This design comes from an exercise in tuning for small area, a short achievable clock period and few clock cycles per item on the open sky130 flow, not from production work.
RTL that was checked went through simulation tests only; none was proved equivalent to the original.
Power is estimated from default activity; no workload was simulated.

== build 69 ==
==> module tmpc_dp, before the edit <==
module tmpc_dp
#(
    parameter int SAMPLE_BITS = DEF_SAMPLE_BITS
) (
    input  logic                         i_clk,
    input  logic                         i_rst_n,
    input  logic [SAMPLE_BITS-1:0]       i_x,
    input  logic                         i_xv,
    input  logic                         i_first,
    input  logic                         i_pop_ok,
    input  logic                         i_pfirst,
    input  logic                         i_last,
    input  logic                         i_cfg_wr,
    input  logic [CFG_IDX_W-1:0]         i_cfg_index,
    input  logic [CFG_DATA_W-1:0]        i_cfg_data,
    output logic                         o_valid,
    output logic signed [PH_W-1:0]       o_ph_milli,
    output logic [TSUM_W-1:0]            o_trimmed_sum
);
    localparam int SB  = SAMPLE_BITS;
    localparam int AW  = TSUM_W;           
    localparam int XW  = GAIN_W + 3;       
    localparam int PW  = XW - 2;           
    logic [SB-1:0] r_m1, r_m2;             
    logic          w_lt1, w_lt2;
    logic [SB-1:0] r_p;
    logic          r_pv, r_pfirst, r_plast;
    logic [SB-1:0] r_x1, r_x2;             
    logic          r_sub1, r_sub2, r_subx, r_done;
    tmpc_lt #(.W(SB)) u_lt1 (.i_a(i_x), .i_b(r_m1), .o_lt(w_lt1));
    tmpc_lt #(.W(SB)) u_lt2 (.i_a(i_x), .i_b(r_m2), .o_lt(w_lt2));
    always_ff @(posedge i_clk) begin
        if (i_first) begin
            r_m1 <= i_x;
            r_m2 <= '1;
        end else begin
            r_m1 <= w_lt1 ? i_x : r_m1;
            r_m2 <= w_lt1 ? r_m1 : (w_lt2 ? i_x : r_m2);
        end
    end
    logic [SB-1:0] w_x1n;                  
    always_ff @(posedge i_clk) begin
        if (r_pv && r_plast) begin
            r_p <= ~w_x1n;
        end else if (r_sub1) begin
            r_p <= ~r_x2;
        end else if (i_xv && i_pop_ok) begin
            r_p <= w_lt2 ? r_m2 : i_x;
        end else begin
            r_p <= '0;
        end
    end
    always_ff @(posedge i_clk) begin
        if (!i_rst_n) begin
            r_pv     <= 1'b0;
            r_pfirst <= 1'b0;
            r_plast  <= 1'b0;
        end else begin
            r_pv     <= i_xv && i_pop_ok;
            r_pfirst <= i_xv && i_pfirst;
            r_plast  <= i_xv && i_last;
        end
    end
    logic          w_gt1, w_gt2;
    logic [AW-1:0] r_acc;
    tmpc_lt #(.W(SB)) u_gt1 (.i_a(r_x1), .i_b(r_p), .o_lt(w_gt1));
    tmpc_lt #(.W(SB)) u_gt2 (.i_a(r_x2), .i_b(r_p), .o_lt(w_gt2));
    assign w_x1n = w_gt1 ? r_p : r_x1;
    always_ff @(posedge i_clk) begin
        if (r_pfirst) begin
            r_x1 <= r_p;
            r_x2 <= '0;
        end else begin
            r_x1 <= w_x1n;
            r_x2 <= w_gt1 ? r_x1 : (w_gt2 ? r_p : r_x2);
        end
    end
    always_ff @(posedge i_clk) begin
        r_acc <= (r_pfirst ? AW'(2) : r_acc) + {{(AW-SB){r_subx}}, r_p};
    end
    always_ff @(posedge i_clk) begin
        if (!i_rst_n) begin
            r_sub1 <= 1'b0;
            r_sub2 <= 1'b0;
            r_subx <= 1'b0;
            r_done <= 1'b0;
        end else begin
            r_sub1 <= r_pv && r_plast;
            r_sub2 <= r_sub1;
            r_subx <= (r_pv && r_plast) || r_sub1;
            r_done <= r_sub2;
        end
    end
    logic signed [OFFSET_W-1:0] r_offset;
    logic [GAIN_W-1:0]          r_gain;
    always_ff @(posedge i_clk) begin
        if (!i_rst_n) begin
            r_offset <= OFFSET_RESET;
            r_gain   <= GAIN_RESET;
        end else if (i_cfg_wr) begin
            if (i_cfg_index == REG_OFFSET) r_offset <= $signed(i_cfg_data[OFFSET_W-1:0]);
            if (i_cfg_index == REG_GAIN)   r_gain   <= i_cfg_data[GAIN_W-1:0];
        end
    end
    localparam int RW = 18;
    logic [RW-1:0]   r_sum;
    logic [3:0]      r_step;               
    logic            r_off;
    logic            r_valid;
    logic signed [XW-1:0] r_w;             
    logic signed [XW-1:0] r_b;             
    logic [2:0]      w_dig;
    logic            w_neg, w_one, w_two, w_off;
    logic signed [XW-1:0] w_bn;
    always_comb begin
        if (r_done) begin
            w_dig = {r_acc[1], r_acc[0], 1'b0};
        end else if (r_step != 4'd0 && r_step < 4'd8) begin
            w_dig = r_sum[3:1];
        end else begin
            w_dig = 3'b000;
        end
        w_neg = ~w_dig[2] & (w_dig[1] | w_dig[0]);     
        w_one = w_dig[1] ^ w_dig[0];
        w_two = (w_dig[2] & ~w_dig[1] & ~w_dig[0]) | (~w_dig[2] & w_dig[1] & w_dig[0]);
        w_off = (r_step == 4'd8);
        w_bn  = ({XW{w_one}} & XW'({1'b0, r_gain})) |
                ({XW{w_two}} & XW'({1'b0, r_gain, 1'b0})) |
                ({XW{w_off}} & {{(XW-OFFSET_W){r_offset[OFFSET_W-1]}}, r_offset});
        w_bn  = w_bn ^ {XW{w_neg}};
    end
    always_ff @(posedge i_clk) begin
        if (!i_rst_n) begin
            r_step  <= 4'd0;
            r_valid <= 1'b0;
        end else begin
            r_step  <= r_done ? 4'd1 :
                       ((r_step != 4'd0 && r_step != 4'd9) ? r_step + 4'd1 : 4'd0);
            r_valid <= (r_step == 4'd9);
        end
    end
    always_ff @(posedge i_clk) begin
        r_b   <= w_bn;
        r_off <= w_off;
    end
    always_ff @(posedge i_clk) begin
        if (r_done) begin
            r_sum <= RW'(r_acc);
        end else begin
            r_sum <= {r_sum[1:0], r_sum[RW-1:2]};
        end
    end
    logic [AW:0]          w_n;             
    logic [AW+1:0]        w_x;             
    logic [AW+1:0]        w_ax;            
    logic signed [PW-1:0] w_p;
    logic signed [XW-1:0] w_a, w_s;
    logic                 w_sneg;          
    logic                 w_sat;
    assign w_ax = {1'b0, r_acc, 1'b0};
    always_comb begin
        for (int i = 0; i <= AW; i++) begin
            w_n[i] = ((i % 2) == 0) ? (~w_ax[i+2] & (w_ax[i+1] | w_ax[i])) : 1'b0;
        end
        w_x   = (AW+2)'(w_n) + (AW+2)'(16'hFFFF);
        w_p   = r_w[XW-1:2];
        w_a   = {{2{w_p[PW-1]}}, w_p};
        w_s   = w_a + r_b;
        w_sat = r_off & w_sneg;
    end
    tmpc_sum_sign #(.W(XW)) u_sat (
        .i_a    (w_a),
        .i_b    (XW'({~r_offset[OFFSET_W-1], r_offset})),
        .o_sign (w_sneg)
    );
    always_ff @(posedge i_clk) begin
        if (r_done) begin
            r_w <= XW'({w_x, 2'b00});
        end else begin
            r_w <= {w_s[XW-1:PH_W], w_s[PH_W-1] | w_sat, w_s[PH_W-2:0] & {(PH_W-1){~w_sat}}};
        end
    end
    assign o_valid       = r_valid;
    assign o_ph_milli    = r_w[PH_W-1:0];
    assign o_trimmed_sum = r_sum[AW-1:0];
endmodule
==> flow/config.mk <==
export PLATFORM = sky130hd
export DESIGN_NAME = trimmed_mean_ph_converter
export DESIGN_NICKNAME = trimmed_mean_ph_converter
export VERILOG_FILES = /design/flow/design.v
export SDC_FILE = /design/flow/constraint.sdc
export NUM_CORES = 4
export LEC_CHECK = 0
export CAP_MARGIN = 20
export CORE_MARGIN = 2
export CORE_UTILIZATION = 40
export SLEW_MARGIN = 20
==> flow/constraint.sdc <==
create_clock -name core_clock -period 8.0 [get_ports {i_clk}]
set_input_delay 1.6000 -clock core_clock [delete_from_list [all_inputs] [get_ports {i_clk}]]
set_output_delay 1.6000 -clock core_clock [all_outputs]
set_load 0.01 [all_outputs]
standard.sh (not shown) runs the stock make flow with config.mk's settings and CLKGATE_MAP_FILE= SYNTH_SCRIPT=/design/flow/synth_recipe.tcl, a recipe that flattens the netlist after the stock synthesis.
==> flow/flow/run.sh <==
#!/bin/bash
set -euo pipefail
export BUFFER_PORTS_ARGS="-buffer_cell sky130_fd_sc_hd__buf_2"
export CTS_ARGS="-sink_clustering_enable -repair_clock_nets -dont_use_dummy_load -sink_clustering_size 25 -sink_clustering_max_diameter 150 -buf_list sky130_fd_sc_hd__clkbuf_16 -root_buf sky130_fd_sc_hd__clkbuf_16 -distance_between_buffers 2000 -branching_point_buffers_distance 2000"
bash standard.sh SETUP_SLACK_MARGIN=5.2 finish > make_finish.log 2>&1
The inputs of build 29 differ from those of build 69 as listed below.
-- flow/design.v --
<<< build 69, line 170
    end
    logic          w_gt1, w_gt2;
    logic [AW-1:0] r_acc;
    tmpc_lt #(.W(SB)) u_gt1 (.i_a(r_x1), .i_b(r_p), .o_lt(w_gt1));
    tmpc_lt #(.W(SB)) u_gt2 (.i_a(r_x2), .i_b(r_p), .o_lt(w_gt2));
>>> build 29, line 170
    end
    logic          w_gt1, w_gt2;
    localparam int AL = 8;
    logic [AL-1:0]    r_acc_lo;
    logic [AW-AL-1:0] r_acc_hi;
    logic             r_acc_c;
    logic [AL:0]      w_acc_lo;
    logic [AW-1:0]    w_acc;
    tmpc_lt #(.W(SB)) u_gt1 (.i_a(r_x1), .i_b(r_p), .o_lt(w_gt1));
    tmpc_lt #(.W(SB)) u_gt2 (.i_a(r_x2), .i_b(r_p), .o_lt(w_gt2));
<<< build 69, line 183
        end
    end
    always_ff @(posedge i_clk) begin
        r_acc <= (r_pfirst ? AW'(2) : r_acc) + {{(AW-SB){r_subx}}, r_p};
    end
    always_ff @(posedge i_clk) begin
>>> build 29, line 188
        end
    end
    assign w_acc = {r_acc_hi + (AW-AL)'(r_acc_c), r_acc_lo};
    assign w_acc_lo = {1'b0, r_pfirst ? AL'(2) : r_acc_lo} + {1'b0, r_p[AL-1:0]};
    always_ff @(posedge i_clk) begin
        r_acc_lo <= w_acc_lo[AL-1:0];
        r_acc_c  <= w_acc_lo[AL];
        r_acc_hi <= (r_pfirst ? '0 : r_acc_hi) + {{(AW-SB){r_subx}}, r_p[SB-1:AL]}
                    + (AW-AL)'(r_acc_c & ~r_pfirst);
    end
    always_ff @(posedge i_clk) begin
<<< build 69, line 222
    always_comb begin
        if (r_done) begin
            w_dig = {r_acc[1], r_acc[0], 1'b0};
        end else if (r_step != 4'd0 && r_step < 4'd8) begin
            w_dig = r_sum[3:1];
>>> build 29, line 232
    always_comb begin
        if (r_done) begin
            w_dig = {r_acc_lo[1], r_acc_lo[0], 1'b0};
        end else if (r_step != 4'd0 && r_step < 4'd8) begin
            w_dig = r_sum[3:1];
<<< build 69, line 253
    always_ff @(posedge i_clk) begin
        if (r_done) begin
            r_sum <= RW'(r_acc);
        end else begin
            r_sum <= {r_sum[1:0], r_sum[RW-1:2]};
>>> build 29, line 263
    always_ff @(posedge i_clk) begin
        if (r_done) begin
            r_sum <= RW'(w_acc);
        end else begin
            r_sum <= {r_sum[1:0], r_sum[RW-1:2]};
<<< build 69, line 260
    logic [AW:0]          w_n;             
    logic [AW+1:0]        w_x;             
    logic [AW+1:0]        w_ax;            
    logic signed [PW-1:0] w_p;
>>> build 29, line 270
    logic [AW:0]          w_n;             
    logic [AW+1:0]        w_x;             
    logic                 w_xc;
    logic [AW+1:0]        w_ax;            
    logic signed [PW-1:0] w_p;
<<< build 69, line 265
    logic                 w_sneg;          
    logic                 w_sat;
    assign w_ax = {1'b0, r_acc, 1'b0};
    always_comb begin
        for (int i = 0; i <= AW; i++) begin
            w_n[i] = ((i % 2) == 0) ? (~w_ax[i+2] & (w_ax[i+1] | w_ax[i])) : 1'b0;
        end
        w_x   = (AW+2)'(w_n) + (AW+2)'(16'hFFFF);
        w_p   = r_w[XW-1:2];
        w_a   = {{2{w_p[PW-1]}}, w_p};
>>> build 29, line 276
    logic                 w_sneg;          
    logic                 w_sat;
    assign w_ax = {1'b0, w_acc, 1'b0};
    always_comb begin
        for (int i = 0; i <= AW; i++) begin
            w_n[i] = ((i % 2) == 0) ? (~w_ax[i+2] & (w_ax[i+1] | w_ax[i])) : 1'b0;
        end
        w_xc = 1'b0;
        for (int i = 0; i < 8; i++) begin
            w_x[2*i]   = ~(w_n[2*i] ^ w_xc);
            w_x[2*i+1] = ~(w_n[2*i] | w_xc);
            w_xc       = w_xc | w_n[2*i];
        end
        w_x[16] = w_xc;
        w_p   = r_w[XW-1:2];
        w_a   = {{2{w_p[PW-1]}}, w_p};
### Flow results
- Run comparison: build 69 origin of the worst setup path u_dp.r_w[11]; build 29 origin of the worst setup path u_dp.r_w[14]
- [compare] base=build 69 new=build 29: area share of and/or/nand/nor cells after synthesis moved down, via count of the first global-routing pass shows a reduction of 933.
- The flow did not stop early for build 29: all stages ran, and the layout cleared the timing, DRC and antenna checks.
- Build 29: worst hold slack 0.0078 ns above build 69
- The initial core utilization in build 29 sits 0.17 points below the value recorded for build 69.
- In build 29 relative to build 69, multi-input combinational cell area had gone down slightly.
- Build 29 against build 69: internal power contribution held steady, number of different library cells in the post-synthesis netlist decreased by 6.0% relative to the old numbers.
Testbench counts of build 29, summed over its fixed seeds: cycles 16,272, windows 1,600.
Function not checked in build 69: the RTL went through the layout flow alone.

==> static timing again, ports no longer ideal <==
How much do the figures lean on ideal ports? The routed layouts below were timed once more, with nothing changed but the port constraints. Step 1 assumes that a clkbuf_16 drives the clock port and a buf_2 every other input. Step 2 times the ports against the registers' clock, not the clock port: input delays grow and output delays shrink by t, the midpoint of the rising clock arrivals with the driver on. a / b / c = ideal ports / drivers / drivers and shift; a / b = the first two.
| run | shift t [ns] | setup WS [ns] | worst data-port slew with drivers (ns) | cell pins on the clock port's net |
|---|---|---|---|---|
| build 69 | 0.490 | 5.231 / 5.185 / 5.157 | 0.05 | 1 |
| build 29 | 0.496 | 5.255 / 5.207 / 5.083 | 0.04 | 1 |
After both steps setup and hold are still met in every run listed. For build 29, which loses most, drivers alone change the setup slack by -0.048 ns; drivers and shift together by -0.172 ns.
